Background: an optimization exercise with open tools, aiming at a short achievable clock period and few clock cycles per item. Do not read the settings as production practice. In this exercise RTL edits were held to simulation tests only and were not proved equivalent to the original. Power is estimated from default activity; no workload was simulated.

==> flow/design.v <==
package rv_pkg;
    typedef enum logic [6:0] {
        op_lui    = 7'b0110111,
        op_imm    = 7'b0010011,
        op_reg    = 7'b0110011,
        op_load   = 7'b0000011,
        op_store  = 7'b0100011,
        op_branch = 7'b1100011
    } opcode_e;
    typedef enum logic [3:0] {
        alu_add  = 4'b0000,
        alu_sll  = 4'b0001,
        alu_slt  = 4'b0010,
        alu_sltu = 4'b0011,
        alu_xor  = 4'b0100,
        alu_srl  = 4'b0101,
        alu_or   = 4'b0110,
        alu_and  = 4'b0111,
        alu_sub  = 4'b1000,
        alu_sra  = 4'b1101
    } alu_op_e;
    typedef enum logic [2:0] {
        br_eq  = 3'b000,
        br_ne  = 3'b001,
        br_lt  = 3'b100,
        br_ge  = 3'b101,
        br_ltu = 3'b110,
        br_geu = 3'b111
    } br_op_e;
    typedef enum logic [1:0] {
        wb_alu  = 2'd0,
        wb_load = 2'd1,
        wb_imm  = 2'd2
    } wb_sel_e;
    typedef struct packed {
        alu_op_e alu_op;
        logic    use_imm;
        logic    branch;
        br_op_e  br_op;
        logic    mem_read;
        logic    mem_write;
        wb_sel_e wb_sel;
        logic    reg_write;
        logic    uses_rs1;
        logic    uses_rs2;
    } ctrl_t;
endpackage
`timescale 1ns/1ps
module rv_decode (
    input  logic [32-1:0]  i_instr,
    output rv_pkg::ctrl_t        o_ctrl,
    output logic [5-1:0] o_rs1,
    output logic [5-1:0] o_rs2,
    output logic [5-1:0] o_rd,
    output logic [32-1:0]  o_imm
);
    rv_pkg::opcode_e     opcode;
    logic [2:0]          funct3;
    logic                f7_alt;
    logic [32-1:0] imm_i;
    logic [32-1:0] imm_s;
    logic [32-1:0] imm_b;
    logic [32-1:0] imm_u;
    assign opcode = rv_pkg::opcode_e'(i_instr[6:0]);
    assign funct3 = i_instr[14:12];
    assign f7_alt = i_instr[30];
    assign o_rs1 = i_instr[19:15];
    assign o_rs2 = i_instr[24:20];
    assign o_rd  = i_instr[11:7];
    assign imm_i = {{20{i_instr[31]}}, i_instr[31:20]};
    assign imm_s = {{20{i_instr[31]}}, i_instr[31:25], i_instr[11:7]};
    assign imm_b = {{19{i_instr[31]}}, i_instr[31], i_instr[7], i_instr[30:25],
                    i_instr[11:8], 1'b0};
    assign imm_u = {i_instr[31:12], 12'b0};
    always_comb begin
        o_ctrl = '0;
        o_imm  = imm_i;
        case (opcode)
            rv_pkg::op_lui: begin
                o_ctrl.wb_sel    = rv_pkg::wb_imm;
                o_ctrl.reg_write = 1'b1;
                o_imm            = imm_u;
            end
            rv_pkg::op_imm: begin
                o_ctrl.alu_op    = rv_pkg::alu_op_e'({(funct3 == 3'b101) && f7_alt, funct3});
                o_ctrl.use_imm   = 1'b1;
                o_ctrl.reg_write = 1'b1;
                o_ctrl.uses_rs1  = 1'b1;
            end
            rv_pkg::op_reg: begin
                o_ctrl.alu_op    = rv_pkg::alu_op_e'({(funct3 == 3'b000 || funct3 == 3'b101)
                                                      && f7_alt, funct3});
                o_ctrl.reg_write = 1'b1;
                o_ctrl.uses_rs1  = 1'b1;
                o_ctrl.uses_rs2  = 1'b1;
            end
            rv_pkg::op_load: begin
                if (funct3 == 3'b010) begin
                    o_ctrl.use_imm   = 1'b1;
                    o_ctrl.mem_read  = 1'b1;
                    o_ctrl.wb_sel    = rv_pkg::wb_load;
                    o_ctrl.reg_write = 1'b1;
                    o_ctrl.uses_rs1  = 1'b1;
                end
            end
            rv_pkg::op_store: begin
                if (funct3 == 3'b010) begin
                    o_ctrl.use_imm   = 1'b1;
                    o_ctrl.mem_write = 1'b1;
                    o_ctrl.uses_rs1  = 1'b1;
                    o_ctrl.uses_rs2  = 1'b1;
                end
                o_imm = imm_s;
            end
            rv_pkg::op_branch: begin
                if (funct3[2:1] != 2'b01) begin
                    o_ctrl.branch   = 1'b1;
                    o_ctrl.br_op    = rv_pkg::br_op_e'(funct3);
                    o_ctrl.uses_rs1 = 1'b1;
                    o_ctrl.uses_rs2 = 1'b1;
                end
                o_imm = imm_b;
            end
            default: ;
        endcase
    end
endmodule
`timescale 1ns/1ps
module rv_regfile (
    input  logic                 clk,
    input  logic                 i_arst_n,
    input  logic                 i_we,
    input  logic [5-1:0] i_waddr,
    input  logic [32-1:0]  i_wdata,
    input  logic [5-1:0] i_raddr_a,
    input  logic [5-1:0] i_raddr_b,
    output logic [32-1:0]  o_rdata_a,
    output logic [32-1:0]  o_rdata_b
);
    logic [32-1:0] regs [32];
    always_ff @(posedge clk or negedge i_arst_n) begin
        if (!i_arst_n) begin
            for (int i = 0; i < 32; i++) begin
                regs[i] <= '0;
            end
        end else if (i_we && i_waddr != '0) begin
            regs[i_waddr] <= i_wdata;
        end
    end
    assign o_rdata_a = (i_raddr_a == '0) ? '0 :
                       (i_we && i_raddr_a == i_waddr) ? i_wdata : regs[i_raddr_a];
    assign o_rdata_b = (i_raddr_b == '0) ? '0 :
                       (i_we && i_raddr_b == i_waddr) ? i_wdata : regs[i_raddr_b];
endmodule
`timescale 1ns/1ps
module rv_execute (
    input  rv_pkg::ctrl_t        i_ctrl,
    input  logic [32-1:0]  i_pc,
    input  logic [5-1:0] i_rs1,
    input  logic [5-1:0] i_rs2,
    input  logic [32-1:0]  i_rs1_val,
    input  logic [32-1:0]  i_rs2_val,
    input  logic [32-1:0]  i_imm,
    input  logic [5-1:0] i_fwd_mem_rd,
    input  logic                 i_fwd_mem_wr,
    input  logic                 i_fwd_mem_is_load,
    input  logic [32-1:0]  i_fwd_mem_value,
    input  logic [5-1:0] i_fwd_wb_rd,
    input  logic                 i_fwd_wb_wr,
    input  logic [32-1:0]  i_fwd_wb_value,
    output logic [32-1:0]  o_result,
    output logic [32-1:0]  o_store_data,
    output logic                 o_taken,
    output logic [32-1:0]  o_target
);
    logic [32-1:0] op_a;
    logic [32-1:0] op_b;
    logic [32-1:0] alu_b;
    logic                cmp_hit;
    always_comb begin
        op_a = i_rs1_val;
        if (i_rs1 != '0) begin
            if (i_fwd_mem_wr && !i_fwd_mem_is_load && i_fwd_mem_rd == i_rs1) begin
                op_a = i_fwd_mem_value;
            end else if (i_fwd_wb_wr && i_fwd_wb_rd == i_rs1) begin
                op_a = i_fwd_wb_value;
            end
        end
        op_b = i_rs2_val;
        if (i_rs2 != '0) begin
            if (i_fwd_mem_wr && !i_fwd_mem_is_load && i_fwd_mem_rd == i_rs2) begin
                op_b = i_fwd_mem_value;
            end else if (i_fwd_wb_wr && i_fwd_wb_rd == i_rs2) begin
                op_b = i_fwd_wb_value;
            end
        end
    end
    assign alu_b = i_ctrl.use_imm ? i_imm : op_b;
    always_comb begin
        o_result = '0;
        case (i_ctrl.alu_op)
            rv_pkg::alu_sub:  o_result = op_a - alu_b;
            rv_pkg::alu_sll:  o_result = op_a << alu_b[4:0];
            rv_pkg::alu_slt:  o_result[0] = $signed(op_a) < $signed(alu_b);
            rv_pkg::alu_sltu: o_result[0] = op_a < alu_b;
            rv_pkg::alu_xor:  o_result = op_a ^ alu_b;
            rv_pkg::alu_srl:  o_result = op_a >> alu_b[4:0];
            rv_pkg::alu_sra:  o_result = $signed(op_a) >>> alu_b[4:0];
            rv_pkg::alu_or:   o_result = op_a | alu_b;
            rv_pkg::alu_and:  o_result = op_a & alu_b;
            default:          o_result = op_a + alu_b;
        endcase
    end
    always_comb begin
        case (i_ctrl.br_op)
            rv_pkg::br_eq:  cmp_hit = op_a == op_b;
            rv_pkg::br_ne:  cmp_hit = op_a != op_b;
            rv_pkg::br_lt:  cmp_hit = $signed(op_a) < $signed(op_b);
            rv_pkg::br_ge:  cmp_hit = $signed(op_a) >= $signed(op_b);
            rv_pkg::br_ltu: cmp_hit = op_a < op_b;
            rv_pkg::br_geu: cmp_hit = op_a >= op_b;
            default:        cmp_hit = 1'b0;
        endcase
    end
    assign o_taken      = i_ctrl.branch && cmp_hit;
    assign o_target     = i_pc + i_imm;
    assign o_store_data = op_b;
endmodule
`timescale 1ns/1ps
module rv_hazard (
    input  logic                 clk,
    input  logic                 i_arst_n,
    input  logic [5-1:0] i_ex_rs1,
    input  logic [5-1:0] i_ex_rs2,
    input  rv_pkg::ctrl_t        i_ex_ctrl,
    input  logic                 i_taken,
    input  logic                 i_imem_resp,
    input  logic                 i_dmem_req,
    input  logic                 i_dmem_resp,
    input  logic [5-1:0] i_fwd_mem_rd,
    input  logic                 i_fwd_mem_is_load,
    output logic                 o_load_pc,
    output logic                 o_load_id,
    output logic                 o_load_ex,
    output logic                 o_load_mem,
    output logic                 o_load_wb,
    output logic                 o_flush_id,
    output logic                 o_flush_ex,
    output logic                 o_bubble_mem
);
    logic mem_wait;
    logic raw_load;
    logic load_use;
    logic bubbled_q;
    assign mem_wait = !i_imem_resp || (i_dmem_req && !i_dmem_resp);
    assign raw_load = i_fwd_mem_is_load && i_fwd_mem_rd != '0 &&
                      ((i_ex_ctrl.uses_rs1 && i_ex_rs1 == i_fwd_mem_rd) ||
                       (i_ex_ctrl.uses_rs2 && i_ex_rs2 == i_fwd_mem_rd));
    assign load_use = raw_load && !bubbled_q;
    always_ff @(posedge clk or negedge i_arst_n) begin
        if (!i_arst_n) begin
            bubbled_q <= 1'b0;
        end else if (!mem_wait) begin
            bubbled_q <= load_use;
        end
    end
    assign o_load_mem   = !mem_wait;
    assign o_load_wb    = !mem_wait;
    assign o_load_pc    = !mem_wait && !load_use;
    assign o_load_id    = o_load_pc;
    assign o_load_ex    = o_load_pc;
    assign o_bubble_mem = load_use;
    assign o_flush_id = i_taken && o_load_pc;
    assign o_flush_ex = o_flush_id;
endmodule
`timescale 1ns/1ps
module rv_pipeline (
    input  logic                clk,
    input  logic                i_arst_n,
    input  logic [32-1:0] i_imem_data,
    input  logic                i_imem_resp,
    input  logic [32-1:0] i_dmem_rdata,
    input  logic                i_dmem_resp,
    output logic [32-1:0] o_imem_addr,
    output logic                o_imem_rd,
    output logic [32-1:0] o_dmem_addr,
    output logic [32-1:0] o_dmem_wdata,
    output logic                o_dmem_rd,
    output logic                o_dmem_wr
);
    localparam int QD   = 4;      
    localparam int QW   = 2;
    localparam int NB   = 32;     
    localparam int BW   = 5;
    localparam int TAGW = 10;     
    logic freeze;
    logic mem_rd_q, mem_wr_q;
    assign freeze = (mem_rd_q || mem_wr_q) && !(i_dmem_resp && i_imem_resp);
    logic        redirect;
    logic [31:0] redirect_pc;
    logic [31:0]     pc_q;
    logic [31:2]     btb_tgt [NB];
    logic [TAGW-1:0] btb_tag [NB];
    logic [1:0]      btb_ctr [NB];
    logic [BW-1:0]   f_idx;
    logic            f_hit;
    logic [31:0]     f_next;
    assign f_idx  = pc_q[BW+1:2];
    assign f_hit  = btb_ctr[f_idx][1] && (btb_tag[f_idx] == pc_q[BW+2 +: TAGW]);
    assign f_next = f_hit ? {btb_tgt[f_idx], 2'b00} : pc_q + 32'd4;
    logic [31:0] fq_instr [QD];
    logic [31:0] fq_pc    [QD];
    logic        fq_pred  [QD];
    logic [31:2] fq_ptgt  [QD];
    logic [QW-1:0] fq_wp, fq_rp;
    logic [QW:0]   fq_cnt;
    logic          fq_push, fq_pop;
    assign fq_push = i_imem_resp && (fq_cnt != (QW+1)'(QD));
    assign o_imem_addr = pc_q;
    assign o_imem_rd   = 1'b1;
    always_ff @(posedge clk or negedge i_arst_n) begin
        if (!i_arst_n) begin
            pc_q   <= 32'h0000_0000;
            fq_wp  <= '0;
            fq_rp  <= '0;
            fq_cnt <= '0;
        end else if (redirect) begin
            pc_q   <= redirect_pc;
            fq_wp  <= '0;
            fq_rp  <= '0;
            fq_cnt <= '0;
        end else begin
            if (fq_push) begin
                pc_q  <= f_next;
                fq_wp <= fq_wp + 1'b1;
            end
            if (fq_pop) begin
                fq_rp <= fq_rp + 1'b1;
            end
            fq_cnt <= fq_cnt + (QW+1)'(fq_push) - (QW+1)'(fq_pop);
        end
    end
    always_ff @(posedge clk) begin
        if (fq_push) begin
            fq_instr[fq_wp] <= i_imem_data;
            fq_pc[fq_wp]    <= pc_q;
            fq_pred[fq_wp]  <= f_hit;
            fq_ptgt[fq_wp]  <= btb_tgt[f_idx];
        end
    end
    logic        id_valid;
    logic [31:0] id_instr, id_pc;
    logic        id_pred;
    logic [31:2] id_ptgt;
    assign id_valid = (fq_cnt != '0);
    assign id_instr = fq_instr[fq_rp];
    assign id_pc    = fq_pc[fq_rp];
    assign id_pred  = fq_pred[fq_rp];
    assign id_ptgt  = fq_ptgt[fq_rp];
    logic [6:0]  opc;
    logic [2:0]  f3;
    logic [4:0]  rs1, rs2, rd;
    logic        d_lui, d_opi, d_op, d_ld, d_st, d_br;
    logic        d_wr, d_use1, d_use2, d_useimm;
    logic        d_sub, d_sra;
    logic [31:0] d_imm, d_tgt;
    assign opc = id_instr[6:0];
    assign f3  = id_instr[14:12];
    assign rs1 = id_instr[19:15];
    assign rs2 = id_instr[24:20];
    assign rd  = id_instr[11:7];
    assign d_lui = (opc == 7'b0110111);
    assign d_opi = (opc == 7'b0010011);
    assign d_op  = (opc == 7'b0110011);
    assign d_ld  = (opc == 7'b0000011) && (f3 == 3'b010);
    assign d_st  = (opc == 7'b0100011) && (f3 == 3'b010);
    assign d_br  = (opc == 7'b1100011) && (f3[2:1] != 2'b01);
    assign d_wr    = (d_lui || d_opi || d_op || d_ld) && (rd != 5'd0);
    assign d_use1  = d_opi || d_op || d_ld || d_st || d_br;
    assign d_use2  = d_op || d_st || d_br;
    assign d_useimm = !d_op;
    assign d_sub   = d_op && id_instr[30] && (f3 == 3'b000);
    assign d_sra   = id_instr[30];
    always_comb begin
        if (d_lui)     d_imm = {id_instr[31:12], 12'b0};
        else if (d_st) d_imm = {{20{id_instr[31]}}, id_instr[31:25], id_instr[11:7]};
        else           d_imm = {{20{id_instr[31]}}, id_instr[31:20]};
    end
    assign d_tgt = id_pc + {{19{id_instr[31]}}, id_instr[31], id_instr[7],
                            id_instr[30:25], id_instr[11:8], 1'b0};
    logic a_add, a_sll, a_slt, a_sltu, a_xor, a_srl, a_or, a_and;
    assign a_add  = d_lui || d_ld || d_st || ((d_opi || d_op) && f3 == 3'b000);
    assign a_sll  = (d_opi || d_op) && f3 == 3'b001;
    assign a_slt  = (d_opi || d_op) && f3 == 3'b010;
    assign a_sltu = (d_opi || d_op) && f3 == 3'b011;
    assign a_xor  = (d_opi || d_op) && f3 == 3'b100;
    assign a_srl  = (d_opi || d_op) && f3 == 3'b101;
    assign a_or   = (d_opi || d_op) && f3 == 3'b110;
    assign a_and  = (d_opi || d_op) && f3 == 3'b111;
    logic [31:0] regs [1:31];
    logic        wb_we;
    logic [4:0]  wb_rd;
    logic [31:0] wb_val;
    always_ff @(posedge clk or negedge i_arst_n) begin
        if (!i_arst_n) begin
            for (int i = 1; i < 32; i++) regs[i] <= '0;
        end else if (wb_we) begin
            regs[wb_rd] <= wb_val;
        end
    end
    logic [31:0] rf_a, rf_b;
    always_comb begin
        rf_a = (rs1 == 5'd0) ? 32'd0 : regs[rs1];
        rf_b = (rs2 == 5'd0) ? 32'd0 : regs[rs2];
        if (wb_we && wb_rd == rs1 && rs1 != 5'd0) rf_a = wb_val;
        if (wb_we && wb_rd == rs2 && rs2 != 5'd0) rf_b = wb_val;
        if (d_lui) rf_a = 32'd0;
    end
    logic       ex_valid, ex_wr, ex_ld;
    logic [4:0] ex_rd;
    logic       mem_valid_wr;
    logic [4:0] mem_rd;
    logic a_from_ex, b_from_ex, a_from_mem, b_from_mem;
    assign a_from_ex  = d_use1 && ex_valid && ex_wr && ex_rd == rs1;
    assign b_from_ex  = d_use2 && ex_valid && ex_wr && ex_rd == rs2;
    assign a_from_mem = d_use1 && mem_valid_wr && mem_rd == rs1;
    assign b_from_mem = d_use2 && mem_valid_wr && mem_rd == rs2;
    logic lu_stall, id_adv;
    assign lu_stall = ex_ld && (a_from_ex || b_from_ex);
    assign id_adv   = id_valid && !freeze && !lu_stall && !redirect;
    assign fq_pop   = id_adv;
    logic [31:0] ex_a, ex_b, ex_imm, ex_tgt, ex_pc4;
    logic        ex_sa_mem, ex_sa_wb, ex_sb_mem, ex_sb_wb;
    logic        ex_useimm, ex_sub, ex_sra, ex_st, ex_br;
    logic [2:0]  ex_f3;
    logic        ex_add, ex_sll, ex_slt, ex_sltu, ex_xor, ex_srl, ex_or, ex_and;
    logic        ex_mis_t, ex_mis_n, ex_fixed;
    logic        ex_pred;
    logic [BW-1:0]   ex_idx;
    logic [TAGW-1:0] ex_tag;
    logic [31:0] mem_res;
    always_ff @(posedge clk or negedge i_arst_n) begin
        if (!i_arst_n) begin
            ex_valid <= 1'b0;
            ex_fixed <= 1'b0;
        end else if (!freeze) begin
            ex_valid <= id_adv;
            ex_fixed <= 1'b0;
        end else if (redirect) begin
            ex_fixed <= 1'b1;
        end
    end
    always_ff @(posedge clk) begin
        if (!freeze) begin
            ex_wr     <= d_wr;
            ex_ld     <= d_ld;
            ex_st     <= d_st;
            ex_br     <= d_br;
            ex_rd     <= rd;
            ex_a      <= rf_a;
            ex_b      <= rf_b;
            ex_sa_mem <= a_from_ex;
            ex_sb_mem <= b_from_ex;
            ex_sa_wb  <= !a_from_ex && a_from_mem;
            ex_sb_wb  <= !b_from_ex && b_from_mem;
            ex_imm    <= d_imm;
            ex_useimm <= d_useimm;
            ex_sub    <= d_sub;
            ex_sra    <= d_sra;
            ex_f3     <= f3;
            ex_add    <= a_add;
            ex_sll    <= a_sll;
            ex_slt    <= a_slt;
            ex_sltu   <= a_sltu;
            ex_xor    <= a_xor;
            ex_srl    <= a_srl;
            ex_or     <= a_or;
            ex_and    <= a_and;
            ex_tgt    <= d_tgt;
            ex_pc4    <= id_pc + 32'd4;
            ex_pred   <= id_pred;
            ex_mis_t  <= !(id_pred && id_ptgt == d_tgt[31:2]);
            ex_mis_n  <= id_pred;
            ex_idx    <= id_pc[BW+1:2];
            ex_tag    <= id_pc[BW+2 +: TAGW];
        end
    end
    logic [31:0] op_a, op_b, alu_b, ex_res;
    always_comb begin
        op_a = ex_sa_mem ? mem_res : ex_sa_wb ? wb_val : ex_a;
        op_b = ex_sb_mem ? mem_res : ex_sb_wb ? wb_val : ex_b;
    end
    assign alu_b = ex_useimm ? ex_imm : op_b;
    logic [31:0] sum, shl, shr;
    logic        lt, ltu;
    assign sum = op_a + (alu_b ^ {32{ex_sub}}) + {31'd0, ex_sub};
    assign lt  = $signed(op_a) < $signed(alu_b);
    assign ltu = op_a < alu_b;
    assign shl = op_a << alu_b[4:0];
    assign shr = $signed({ex_sra && op_a[31], op_a}) >>> alu_b[4:0];
    always_comb begin
        ex_res = ({32{ex_add}} & sum)
               | ({32{ex_sll}} & shl)
               | ({32{ex_srl}} & shr)
               | ({32{ex_xor}} & (op_a ^ alu_b))
               | ({32{ex_or}}  & (op_a | alu_b))
               | ({32{ex_and}} & (op_a & alu_b));
        ex_res[0] = ex_res[0] | (ex_slt & lt) | (ex_sltu & ltu);
    end
    logic b_eq, b_lt, b_ltu, taken, mispred;
    assign b_eq  = (op_a == op_b);
    assign b_lt  = $signed(op_a) < $signed(op_b);
    assign b_ltu = op_a < op_b;
    always_comb begin
        case (ex_f3)
            3'b000:  taken = b_eq;
            3'b001:  taken = !b_eq;
            3'b100:  taken = b_lt;
            3'b101:  taken = !b_lt;
            3'b110:  taken = b_ltu;
            default: taken = !b_ltu;
        endcase
        taken = taken && ex_br;
    end
    assign mispred     = taken ? ex_mis_t : ex_mis_n;
    assign redirect    = ex_valid && !ex_fixed && mispred;
    assign redirect_pc = taken ? ex_tgt : ex_pc4;
    logic            bu_v, bu_taken;
    logic [BW-1:0]   bu_idx;
    logic [TAGW-1:0] bu_tag;
    logic [31:2]     bu_tgt;
    logic            bu_hit;
    always_ff @(posedge clk or negedge i_arst_n) begin
        if (!i_arst_n) begin
            bu_v <= 1'b0;
        end else begin
            bu_v <= ex_valid && ex_br && !freeze;
        end
    end
    always_ff @(posedge clk) begin
        bu_taken <= taken;
        bu_idx   <= ex_idx;
        bu_tag   <= ex_tag;
        bu_tgt   <= ex_tgt[31:2];
    end
    assign bu_hit = (btb_ctr[bu_idx] != 2'd0) && (btb_tag[bu_idx] == bu_tag);
    always_ff @(posedge clk or negedge i_arst_n) begin
        if (!i_arst_n) begin
            for (int i = 0; i < NB; i++) btb_ctr[i] <= 2'd0;
        end else if (bu_v) begin
            if (bu_taken) begin
                btb_ctr[bu_idx] <= !bu_hit ? 2'd2 :
                                   (btb_ctr[bu_idx] == 2'd3) ? 2'd3 : btb_ctr[bu_idx] + 2'd1;
            end else if (bu_hit) begin
                btb_ctr[bu_idx] <= (btb_ctr[bu_idx] == 2'd1) ? 2'd1 : btb_ctr[bu_idx] - 2'd1;
            end
        end
    end
    always_ff @(posedge clk) begin
        if (bu_v && bu_taken) begin
            btb_tag[bu_idx] <= bu_tag;
            btb_tgt[bu_idx] <= bu_tgt;
        end
    end
    logic [31:0] mem_wdata;
    logic        mem_ld;
    always_ff @(posedge clk or negedge i_arst_n) begin
        if (!i_arst_n) begin
            mem_rd_q     <= 1'b0;
            mem_wr_q     <= 1'b0;
            mem_valid_wr <= 1'b0;
        end else if (!freeze) begin
            mem_rd_q     <= ex_valid && ex_ld;
            mem_wr_q     <= ex_valid && ex_st;
            mem_valid_wr <= ex_valid && ex_wr;
        end
    end
    always_ff @(posedge clk) begin
        if (!freeze) begin
            mem_res   <= ex_res;
            mem_wdata <= op_b;
            mem_rd    <= ex_rd;
            mem_ld    <= ex_ld;
        end
    end
    assign o_dmem_addr  = {mem_res[31:2], 2'b00};
    assign o_dmem_wdata = mem_wdata;
    assign o_dmem_rd    = mem_rd_q;
    assign o_dmem_wr    = mem_wr_q;
    always_ff @(posedge clk or negedge i_arst_n) begin
        if (!i_arst_n) begin
            wb_we <= 1'b0;
        end else if (!freeze) begin
            wb_we <= mem_valid_wr;
        end
    end
    always_ff @(posedge clk) begin
        if (!freeze) begin
            wb_rd  <= mem_rd;
            wb_val <= mem_ld ? i_dmem_rdata : mem_res;
        end
    end
endmodule
==> flow/run.sh <==
#!/bin/bash
# synth_recipe.tcl (not shown) runs the flow's synth.tcl, then flattens the netlist and writes it again
# the make line also repeats each setting of config.mk as NAME=value (left out here)
make -C /OpenROAD-flow-scripts/flow DESIGN_CONFIG=/design/flow/config.mk WORK_HOME=/design/flow/orfs CLKGATE_MAP_FILE= SYNTH_SCRIPT=/design/flow/synth_recipe.tcl finish
==> flow/config.mk <==
export PLATFORM = sky130hd
export DESIGN_NAME = rv_pipeline
export DESIGN_NICKNAME = rv_pipeline
export VERILOG_FILES = /design/flow/design.v
export SDC_FILE = /design/flow/constraint.sdc
export NUM_CORES = 4
export LEC_CHECK = 0
export ABC_CLOCK_PERIOD_IN_PS = 3500
export CAP_MARGIN = 20
export CORE_MARGIN = 2
export CORE_UTILIZATION = 30
export GPL_TIMING_DRIVEN = 1
export PLACE_DENSITY = 0.45
export SETUP_SLACK_MARGIN = 3.5
export SLEW_MARGIN = 20
==> flow/constraint.sdc <==
create_clock -name core_clock -period 7.5 [get_ports {clk}]
set_input_delay 1.5000 -clock core_clock [delete_from_list [all_inputs] [get_ports {clk}]]
set_output_delay 1.5000 -clock core_clock [all_outputs]
set_load 0.01 [all_outputs]
==> results.txt <==
-- cell families after synthesis --
family / synth area share, %
AO/OA/AOI/OAI: 10.3
other: 0.00515
buffers and inverters: 2.85
flip-flops: 60.1
multiplexers: 18.4
XOR/XNOR: 1.15
AND/OR/NAND/NOR: 5.34
adder cells (fa/ha/maj): 1.83
-- area by class of cell --
type                            count  share of cell area [%]
Sequential cell                  3118                    49.4
Multi-Input combinational cell   5940                    32.7
Timing Repair Buffer             1058                    6.47
Clock buffer                      482                    5.60
Tap cell                         6425                    4.52
Clock inverter                    165                   0.927
Inverter                          161                   0.379
Antenna cell                       31                  0.0437
Timing Repair inverter              1                 0.00915
-- registers in the layout, summed over array words and instances (netlist names), 31 cells and up --
name,flops
ex_pc4,32
fq_pc,128
ex_tgt,31
ex_a,32
fq_ptgt,120
ex_imm,32
fq_instr,128
mem_res,32
regs,992
btb_ctr,64
wb_val,32
pc_q,32
mem_wdata,32
btb_tgt,960
ex_b,32
btb_tag,320
-- synthesized netlist by cell type, types with 70 or more instances --
library cell and number:
edfxtp_1 1970, mux2_2 1121, dfrtp_1 1102, nand2_1 560, clkbuf_1 529, mux4_2 510
nor2_1 399, a21oi_1 362, a221oi_1 341, a22oi_1 307, a22o_1 299, ha_1 208
mux2i_1 205, nand4_1 186, o21ai_0 176, nand3_1 163, inv_1 149, xnor2_1 116
nor3_1 108, buf_1 107, buf_2 103, xor2_1 70
-- worst paths after layout --
path / start / end / slack, ps / depth (start not counted)
max: ex_sb_wb / fq_cnt[2] / 2580 / 25
min: ex_tag[4] / bu_tag[4] / 370 / 0
max reg2reg: ex_sb_wb / fq_cnt[2] / 2580 / 25
min reg2reg: ex_tag[4] / bu_tag[4] / 370 / 0
max in group asynchronous: i_arst_n / regs[26][8] / 5240 / 3
min in group asynchronous: i_arst_n / regs[7][0] / 580 / 1
-- routing by layer --
layer	wire length [um]	vias up	GRT usage, %
li1	-	41000	-
met5	119	-	0
met1	264000	55800	34.0
met3	62100	1912	5.92
met4	45100	18	13.8
met2	293000	6608	39.8
-- power by group through the flow --
stage                     logic (uW)  clock network [uW]  registers [uW]
after global routing           43200               18600           30300
after global placement         33600                   0           30300
after CTS                      38100               17900           29600
after detailed placement       33900                   0           30400
final                          41500               17700           29900
after floorplan                21400                   0           27500
-- what timing repair did --
item,4_1_cts,5_1_grt
buffers inserted,297,158
endpoints found under the hold margin,0,0
resized for setup,473,358
pin swaps,92,162
setup endpoints to repair,545,385
cloned,15,24
-- per-stage QoR --
stage | setup TNS [ps] | instance area (um2) | setup slack, ps | power [uW] | hold WS [ps]
after floorplan | -549 | 146000 | -337 | 48900 | 323
after global placement | 0 | 157000 | 1320 | 63900 | 338
after detailed placement | 0 | 157000 | 1380 | 64200 | 327
after CTS | 0 | 174000 | 2580 | 85700 | 367
after global routing | 0 | 178000 | 2420 | 92100 | 380
final | 0 | 178000 | 2580 | 89100 | 367
-- critical path: cells and delay by family, from the launching register on --
family	cells	cell delay [ps]
multiplexers	2	400
AND/OR/NAND/NOR	3	340
buffers and inverters	6	590
AO/OA/AOI/OAI	7	1630
adder cells (fa/ha/maj)	4	960
XOR/XNOR	3	480
flip-flops	1	410
==> impl_metrics.py <==
metrics = {
    "pwr": {
        "switching_power_uw": 37900,
        "p_per_area_mw_per_mm2": 502,
        "swShare_pct": 42.5,
        "combPwrFrac_pct": 46.6,
        "leakagePower_uw": 0.0672,
        "ir_worst_vdd_v": 0.000381,
        "p_clk_share_pct": 19.8,
        "p_int_uw": 51200,
        "pwr-share-seq_pct": 33.6,
    },
    "critical_path": {
        "end_kind": "flop",
        "max_stage_delay_ps": 410,
        "critPathKind": "reg2reg",
        "crit_fanout": 5,
        "arrival_ps": 5750,
        "cp-start-kind": "flop",
        "required_ps": 8330,
        "cpMaxStageDelayCell": "edfxtp_1",
    },
    "global_route": {
        "antenna_found_initial": 50,
        "overflow": 0,
        "grt_pass1_vias": 103000,
        "grt_use_total_pct": 25.9,
        "grt_first_pass_wirelength_mm": 888,
        "grt_max_degree": 178,
    },
    "place": {
        "dp_hpwl_mm": 386,
        "place_inst": 16200,
        "finalWeightedCongestion": 0.910,
        "port-buffer-count": 163,
    },
    "sta": {
        "tightestPinTransition_ps": 1240,
        "setup_viol": 0,
        "finalCriticalPeriod_ps": 4920,
        "rsz0062_at_grt": "yes",
        "fin_crit_sh_pct": 65.5,
        "clock.fmax_ghz": 0.203,
        "maxSlewHeadroom_pct": 17.6,
        "slew_violations": 0,
        "hold_viol": 0,
        "skew_ps": 96.4,
    },
    "cts": {
        "htreeDepth": 5,
        "hold_buffers": 0,
        "cts.sinks": 3118,
        "cts_made_buffers": 353,
        "cts_root_buf": "clkbuf_16",
        "cts_tree": "done",
        "clkLatencyLatePin_ps": 1020,
        "clock_path_buffers": 4,
        "path_clk_slew_ps": 60,
    },
    "logic_synthesis": {
        "synthCells": 10000,
        "ys_dominant_reg_cell": "edfxtp_1",
        "post-synth-top-area-cell": "edfxtp_1",
        "synth_area_leaders": "edfxtp_1 41%, dfrtp_1 19%, mux2_2 8.7%",
        "yosysSeqAreaShare_pct": 60.1,
        "synth_top_area_share_pct": 40.6,
        "ys_seq_elements": 3118,
        "yosysUniqueCellTypes": 101,
        "synth_edf_count": 1970,
        "syn_area_mm2": 0.146,
        "async_flop_share_pct": 35.3,
        "yosys_warnings": 3,
        "synth.avg_cell_area_um2": 14.5,
    },
    "routing": {
        "wl_mm": 664,
        "final_antenna_net_count": 0,
        "viasPerCell": 6.06,
        "drtPass1Iterations": 10,
        "avgRoutedWirePerCell_um": 38.2,
        "drc": 0,
        "drtIter0Drc": 15100,
        "vias": 105000,
    },
    "final_layout": {
        "area_growth_pct": 21.9,
        "mostFrequentLayoutCell": "edfxtp_1",
        "fin_util_pct": 36.8,
        "final-seq-area_mm2": 0.0877,
        "multiInputGateArea_mm2": 0.0581,
        "nNetsFinal": 10900,
        "drive_above_1_share_pct": 34.3,
        "num-fill-cells": 45800,
        "instances_no_fill": 17400,
        "final_cell_mix": "1970 x edfxtp_1, 1120 x mux2_2, 1089 x dfrtp_1",
    },
    "min_path": {
        "hold_path.class": "reg2reg",
    },
    "outcome": {
        "outcome": "complete, no violations",
    },
    "floorplanning": {
        "io_pins": 167,
        "die_h_um": 701,
        "die_area_mm2": 0.491,
        "initial_core_util_pct": 30.2,
        "fp.dieW_um": 701,
        "rows": 255,
        "core_mm2": 0.483,
    },
    "job": {
        "cap_violations": 0,
    },
}
Testbench counts, summed over its fixed seeds: cycles 42,803, instrs 35,698.

## static timing again, ports no longer ideal
No port has a modelled driver above. Below, the same layout with a new extraction and two added sets of constraints. Step 1 sets driving cells, clkbuf_16 on the clock port and buf_2 on the other inputs (assumed; they add their load-dependent delay and slew). Step 2 moves the port delays by t, midway between the first and last clock arrival at a register: inputs arrive t later, outputs are due t later. That takes back most of the time a late clock gives input paths. Three values: ideal, step 1, step 2; two values: the first two.
t (ns): 1.106
setup WS [ns]: 2.585 / 2.585 / 2.448
clock arrival spread, ns: 0.100 / 0.100
After both steps this run still meets setup and hold. The setup slack of this run moves by 0.000 ns with the drivers and by -0.137 ns with both steps.
